Context: an optimization exercise on an open-source flow, tuned for small area, a short achievable clock period and few clock cycles per item. The choices shown serve that exercise and are no tape-out recipe.
The RTL was checked by simulation tests, not by an equivalence proof against the original design.

## flow/design.v (module list and top-level ports; edited modules follow where they fit)
// module neuron_mac_unit: 2067 lines
module neuron_mac_unit #(
  parameter int N_INPUTS = 4,
  parameter int CNT_W    = $clog2(N_INPUTS + 1)
) (
  input  logic        clk,
  input  logic        rst_n,
  input  logic        start,
  input  logic [63:0] bias,
  input  logic [1:0]  act_sel,
  output logic        busy,
  input  logic        in_valid,
  output logic        in_ready,
  input  logic [63:0] in_x,
  input  logic [63:0] in_w,
  output logic        out_valid,
  input  logic        out_ready,
  output logic [63:0] out_y,
  output logic [63:0] out_sum,
  output logic        sat_flag
);
  // ...
==> flow/flow/run.sh <==
#!/bin/bash
# Standard ORFS layout, with timing repair aiming at a tighter setup margin
# than the 16 ns clock needs, so the achieved period shrinks.
set -euo pipefail
MARGIN=$(cat flow/margin.txt)
bash standard.sh SETUP_SLACK_MARGIN=$MARGIN finish > standard_make.log 2>&1
==> flow/flow/margin.txt <==
8
==> flow/standard.sh <==
#!/bin/bash
# synth_recipe.tcl (not shown) runs the flow's synth.tcl, then flattens the netlist and writes it again
# the make line also repeats each setting of config.mk as NAME=value (left out here)
make -C /OpenROAD-flow-scripts/flow DESIGN_CONFIG=/design/flow/config.mk WORK_HOME=/design/flow/orfs CLKGATE_MAP_FILE= SYNTH_SCRIPT=/design/flow/synth_recipe.tcl "${@:-finish}"
==> flow/config.mk <==
export PLATFORM = sky130hd
export DESIGN_NAME = neuron_mac_unit
export DESIGN_NICKNAME = neuron_mac_unit
export VERILOG_FILES = /design/flow/design.v
export SDC_FILE = /design/flow/constraint.sdc
export NUM_CORES = 4
export LEC_CHECK = 0
export ABC_AREA = 1
export CAP_MARGIN = 20
export CORE_MARGIN = 2
export CORE_UTILIZATION = 40
export SLEW_MARGIN = 20
==> flow/constraint.sdc <==
create_clock -name core_clock -period 16.0 [get_ports {clk}]
set_input_delay 3.2000 -clock core_clock [delete_from_list [all_inputs] [get_ports {clk}]]
set_output_delay 3.2000 -clock core_clock [all_outputs]
set_load 0.01 [all_outputs]
==> results by group, run 1 <==
Outcome
  • Status: stopped before the end
  • Exit stage: global routing
  • Tool error: [ERROR GRT-0232] Routing congestion too high. Check the congestion heatmap in the GUI.

Synth
  • Primary FF master, synth: dfxtp_1
  • Count leader, synth: xor2_1
  • Post-Synth XOR/XNOR Area: 0.191
  • #FFs+latches synth: approximately 200
  • Post-synthesis adder-cell area fraction: 0.437
  • Syn Nets: 12,000
  • Post-synth EDFFs: 2
  • Mux cell area share after synthesis: 0
  • Simple-gate portion of the synthesized area: 0.0876
  • Syn Inst Count: between 9,000 and 10,000
  • Sequential cell area fraction in the yosys report: 0.0478
  • Yosys warning count: 1

Clocking
  • Post-cts sizing count: ~1,800
  • Post-CTS Repair Setup Buffers: 400
  • CTS Buf Count: 28
  • Longest Clk Path Bufs: 3
  • CTS Sinks: 201

Die
  • Num rows: about 170
  • Die width: 465 microns

Placed design
  • Post-placement cell area: 91,100 sq um
  • Number of buffers added on ports: 330
  • Placed cell count: 12,400
Testbench counts, summed over its fixed seeds: cycles 8,000, items 1,600.
==> run 2, diff against run 1 <==
==> flow/flow/run.sh (replaced) <==
#!/bin/bash
# Standard ORFS layout with two changes to how it is made:
#  - timing repair aims at a setup margin (flow/margin.txt, ns) beyond the
#    16 ns clock, so the achieved period shrinks;
#  - the port buffers that the standard flow inserts use buf_4 (which the
#    repair may resize) instead of the default delay buffer.
set -euo pipefail
MARGIN=$(cat flow/margin.txt)
bash standard.sh SETUP_SLACK_MARGIN=$MARGIN \
  "BUFFER_PORTS_ARGS=-buffer_cell sky130_fd_sc_hd__buf_4" finish > standard_make.log 2>&1
==> flow/flow/margin.txt (replaced) <==
7
--- a/flow/config.mk
+++ b/flow/config.mk
@@ -8,5 +8,5 @@
 export ABC_AREA = 1
 export CAP_MARGIN = 20
 export CORE_MARGIN = 2
-export CORE_UTILIZATION = 40
+export CORE_UTILIZATION = 35
 export SLEW_MARGIN = 20
==> run 2 against run 1 <==
The run now finishes clean. Synthesized area unchanged. Synthesized cell count stayed put.
==> results by group, run 2 <==
Outcome
  • Status: finished clean

Setup path
  • Critical Path Max Stage Delay: about 1100 ps
  • Worst Setup Start Kind: input pin
  • R2R Path Start: pc_q[43]
  • Crit Path Class: input pin to flip-flop
  • Most used cell, CP: fa_1
  • Critical path endpoint: pc_q[51]
  • Crit-path leading delay family: adder cells
  • R2r endpoint: acc[10]
  • Flop-to-flop setup slack: ~11,000 ps
  • Crit end category: flip-flop
  • CP Buf/Inv Count: 3
  • Crit-path cells: buf_4 -> clkinv_4 -> buf_4 -> o21ai_1 -> fa_1 -> fa_1 -> fa_1 -> fa_1 -> fa_1 -> fa_1 -> fa_1 -> nor2_1
  • Worst Path Required: 16,560 ps
  • Signal arrival time at the worst endpoint: slightly below 10,000 ps
  • Stages on the worst setup path: 12
  • Critical path's slowest cell: o21ai_1
  • R2r worst-path depth: 20
  • Setup crit start: in_w[19]
  • Critical-path maximum fanout: 37

Synth
  • Syn Inst Count: 9,871 (unchanged)
  • Synth top cells by count: xor2_1, o22ai_1, fa_1
  • Syn avg cell area: 8.62 sq um
  • Primary FF master, synth: dfxtp_1
  • #FFs+latches synth: 201 (unchanged)
  • Count leader, synth: xor2_1
  • Ranking of synthesized cells by area: fa_1, xor2_1, o22ai_1, nand2_1, dfxtp_1
  • Sequential cell area fraction in the yosys report: 0.0478 (unchanged)
  • Post-synth EDFFs: 2 (unchanged)
  • Syn Nets: 12,000 (unchanged)
  • Mapped Area: 85,100 sq um
  • Yosys warning count: 1 (unchanged)
  • Synth unique cells: between 40 and 50
  • Async SR Flop Fraction: 0.0249
  • Area leader, netlist: fa_1
  • Top-area cell type share of the netlist area: 0.400

Cells and area
  • Final #Nets: 11,700
  • Biggest regs: acc x64, pc_q x64, ps_q x64
  • Layout area overhead: 7.94%
  • Layout cells sized above 1: 0.0886
  • Most frequent cells in the layout: xor2_1, o22ai_1, fa_1, nand2_1, inv_1
  • Most common cell after layout, fill and taps aside: xor2_1
  • Fin util: 0.381

Clocking
  • CTS H-tree lvls: 1
  • Worst-Skew Late Latency: 740 ps
  • Longest Clk Path Bufs: 3 (unchanged)
  • Cts-stage hold buffer count: 0
  • CTS Buf Count: 29 (+3.6%)
  • CTS tree: done
  • Clock-pin slew on the worst setup and hold paths: about 70 ps
  • CTS Sinks: 201 (unchanged)
  • Root buffer cell: clkbuf_16

Routing
  • Vias: around 87,000
  • 1st-pass router iterations: 15
  • WL/cell: between 30 and 40 microns
  • Vias per cell: a little under 7
  • DRC viols: 0
  • Routed wire length: about 470,000 microns
  • Detailed Route Iter0 Violations: ~16,000
  • Post-DRT Antenna Nets: 0

STA
  • Setup_tns: 0 ps
  • RSZ-0062 raised after global routing: true
  • Fin. max-slew vios: 0
  • Final period utilization: 0.573
  • Clock skew: roughly 94 ps
  • Fmax: about 0.11 GHz
  • Slew Limit Headroom: 0.115
  • Final Hold Fails: 0
  • Tightest Pin Transition: about 1300 ps
  • Final Setup Violations: 0
  • Fin crit period: between 9000 and 10,000 ps
  • PnR worst setup slack: 6840 ps

Placed design
  • DP Worst Slack: about 5700 ps
  • Detailed Place HPWL: about 310,000 microns
  • Number of buffers added on ports: 330 (unchanged)
  • RD Place Congestion: ~1.1

Global routing
  • Total global-route track usage: 0.366
  • Pin count of the biggest net entering global routing: 91
  • GRT overflow: 0
  • Vias in the first global route: 88,000
  • Initial antenna violation count: 24
  • Global-route wire length before repair: between 600,000 and 700,000 microns

Die
  • Num rows: 180 (+6.5%)
  • Total die area: around 250,000 sq um
  • Starting Density: 0.353
  • CORE AREA: about 240,000 sq um
  • Boundary Pins: ~330
  • Die width: 497 microns (+6.8%)
  • Die Height: between 400 and 500 microns

Flow run
  • Max cap viols: 0

Worst hold path
  • Worst Hold Class: flip-flop to flip-flop
==> run 2: cell counts after synthesis <==
No cell type changed its count.
==> run 2: how the worst min path moves through the flow <==
stage          startpoint  endpoint  slack [ps]  cells past startpoint
2_1_floorplan       sat_q     sat_q         440                      2
3_3_place_gp        sat_q     sat_q         450                      2
3_5_place_dp        sat_q     sat_q         450                      2
4_1_cts             sat_q     sat_q         460                      2
5_1_grt             sat_q     sat_q         490                      2
6_report            sat_q     sat_q         460                      2
==> run 2: final cells by class <==
class / instances / area (sq um)
antenna: 30 / 75.1
inverter: 934 / 3580
clock buffer: 30 / 739
timing repair inverter: 2 / 15.0
clock inverter: 24 / 240
timing repair buffer: 581 / 4710
multi-input combinational: 7774 / 74400
tap: 3185 / 3990
fill: 24400 / 149000
sequential: 201 / 4080
==> run 2: stage by stage <==
step | instance area (sq um) | std cells | hold WS, ps
after CTS | 91300 | 12700 | 462
after floorplan | 85100 | 9871 | 436
after global routing | 91700 | 12700 | 487
after detailed placement | 90100 | 12700 | 452
after global placement | 90100 | 12700 | 446
final | 91800 | 12800 | 459
==> run 2: metal layers <==
metal  up-vias  track usage  part of all wire
met5         -       0.0536            0.0047
met4        58        0.226             0.090
met3      3118        0.221              0.19
met2      9627        0.493              0.37
met1     42200        0.431              0.34
li1      31800            -                 -
==> run 2: what timing repair did <==
item	CTS	global route
setup buffers	0	7
pin swaps	2	3
setup endpoints to repair	193	172
gates cloned	4	4
resized for setup	57	104
==> run 2: worst min-delay path: stages (launching register included) <==
cell and delay, ps:
dfxtp_1 300, inv_1 60, a21oi_1 60
==> run 2: cells by family after synthesis <==
family,share of synthesized area
adder cells (fa/ha/maj),0.437
flip-flops,0.0478
XOR/XNOR,0.191
buffers and inverters,0.0846
AND/OR/NAND/NOR,0.0876
AO/OA/AOI/OAI,0.152
==> run 3, diff against run 2 <==
==> flow/flow/margin.txt (replaced) <==
8.5
==> run 3 against run 2 <==
The run now fails in global routing. Synthesized cell count stayed put. Synthesized area unchanged.
==> results by group, run 3 <==
Placed design
  • Detailed Place HPWL: 303,000 microns (-1.1%)
  • RD Place Congestion: 1.05 (-0.72%)
  • Number of buffers added on ports: 330 (unchanged)

Outcome
  • Tool error: [ERROR GRT-0232] Routing congestion too high. Check the congestion heatmap in the GUI.
  • Status: stopped before the end
  • Exit stage: global routing

Synth
  • Yosys warning count: 1 (unchanged)
  • Ranking of synthesized cells by area: fa_1, xor2_1, o22ai_1, nand2_1, dfxtp_1
  • Simple-gate portion of the synthesized area: 0.0876 (unchanged)
  • Compound-Gate Fraction of Synth Area: 0.152 (unchanged)
  • Syn Nets: 12,000 (unchanged)
  • Count leader, synth: xor2_1
  • Post-Synth XOR/XNOR Area: 0.191 (unchanged)
  • Post-synthesis adder-cell area fraction: 0.437 (unchanged)
  • #FFs+latches synth: 201 (unchanged)
  • Mux cell area share after synthesis: 0 (unchanged)
  • Syn avg cell area: 8.62 sq um (unchanged)
  • Synth top cells by count: xor2_1, o22ai_1, fa_1
  • Synth unique cells: 47 (unchanged)
  • Top-area cell type share of the netlist area: 0.400 (unchanged)
  • Syn Inst Count: 9,871 (unchanged)
  • Sequential cell area fraction in the yosys report: 0.0478 (unchanged)
  • Post-synth EDFFs: 2 (unchanged)
  • Primary FF master, synth: dfxtp_1
  • Mapped Area: 85,100 sq um (unchanged)
  • Area leader, netlist: fa_1
  • Async SR Flop Fraction: 0.0249 (unchanged)
  • Largest family of logic cells by synthesized area: adder cells

Clocking
  • Longest Clk Path Bufs: 3 (unchanged)
  • Root buffer cell: clkbuf_16
  • CTS Sinks: 201 (unchanged)
  • CTS Buf Count: 27 (-6.9%)
  • CTS H-tree lvls: 1 (unchanged)

Global routing
  • Pin count of the biggest net entering global routing: between 60 and 70

Die
  • Num rows: 180 (unchanged)
  • Die width: 497 microns (unchanged)
  • Starting Density: 0.353 (unchanged)
  • Boundary Pins: 331 (unchanged)
  • Die Height: 497 microns (unchanged)
## run 3: logic make-up after synthesis
family	Yosys count
flip-flops	201
XOR/XNOR	1853
buffers and inverters	1902
adder cells (fa/ha/maj)	1949
AND/OR/NAND/NOR	1858
AO/OA/AOI/OAI	2108
## run 3: stage by stage
stage | area (sq um) | setup slack, ps | std cells | util
detailed placement | 91400 | 5570 | 12600 | 0.379
CTS | 108000 | 8330 | 13200 | 0.448
floorplan | 89500 | 8120 | 9871 | -
global placement | 91400 | 5530 | 12600 | 0.379
## run 3: what timing repair did
action / in CTS
gates cloned: 191
endpoints found under the hold margin: 0
buffers inserted: 347
gates resized for setup: 1894
setup endpoints to repair: 258
pin swaps: 341
hold buffers: 0
## run 3: how the worst max path moves through the flow
stage          slack (ps)        end  cells after the start
4_1_cts              8330  out_y[10]                     24
3_5_place_dp         5570   pc_q[31]                     19
3_3_place_gp         5530   pc_q[31]                     19
2_1_floorplan        8120   pc_q[32]                     17

-- afterwards: timing with drivers on the ports --
Ports are ideal in the flow. The routed layout listed here was re-timed in OpenROAD.
Step 1 (the two cells are an assumption about what drives the block):
set clk [get_ports {clk}]
set_driving_cell -lib_cell sky130_fd_sc_hd__clkbuf_16 $clk
set_driving_cell -lib_cell sky130_fd_sc_hd__buf_2 [delete_from_list [all_inputs] $clk]
Step 2 also shifts input and output timing later by t, the mid clock arrival at the registers, as if the neighbouring blocks saw the same clock.
Slacks: ideal / step 1 / step 2; pairs: ideal / step 1.
run: run 2
t (ns): 0.773
setup WS [ns]: 6.839 / 6.837 / 6.064
worst hold slack (ns): 0.459 / 0.459 / 0.459
worst setup path after step 2: input to register
clock arrival spread, ns: 0.093 / 0.093
After both steps setup and hold are still met in run 2. The setup slack of run 2 moves by -0.002 ns with the drivers and by -0.775 ns with both steps.
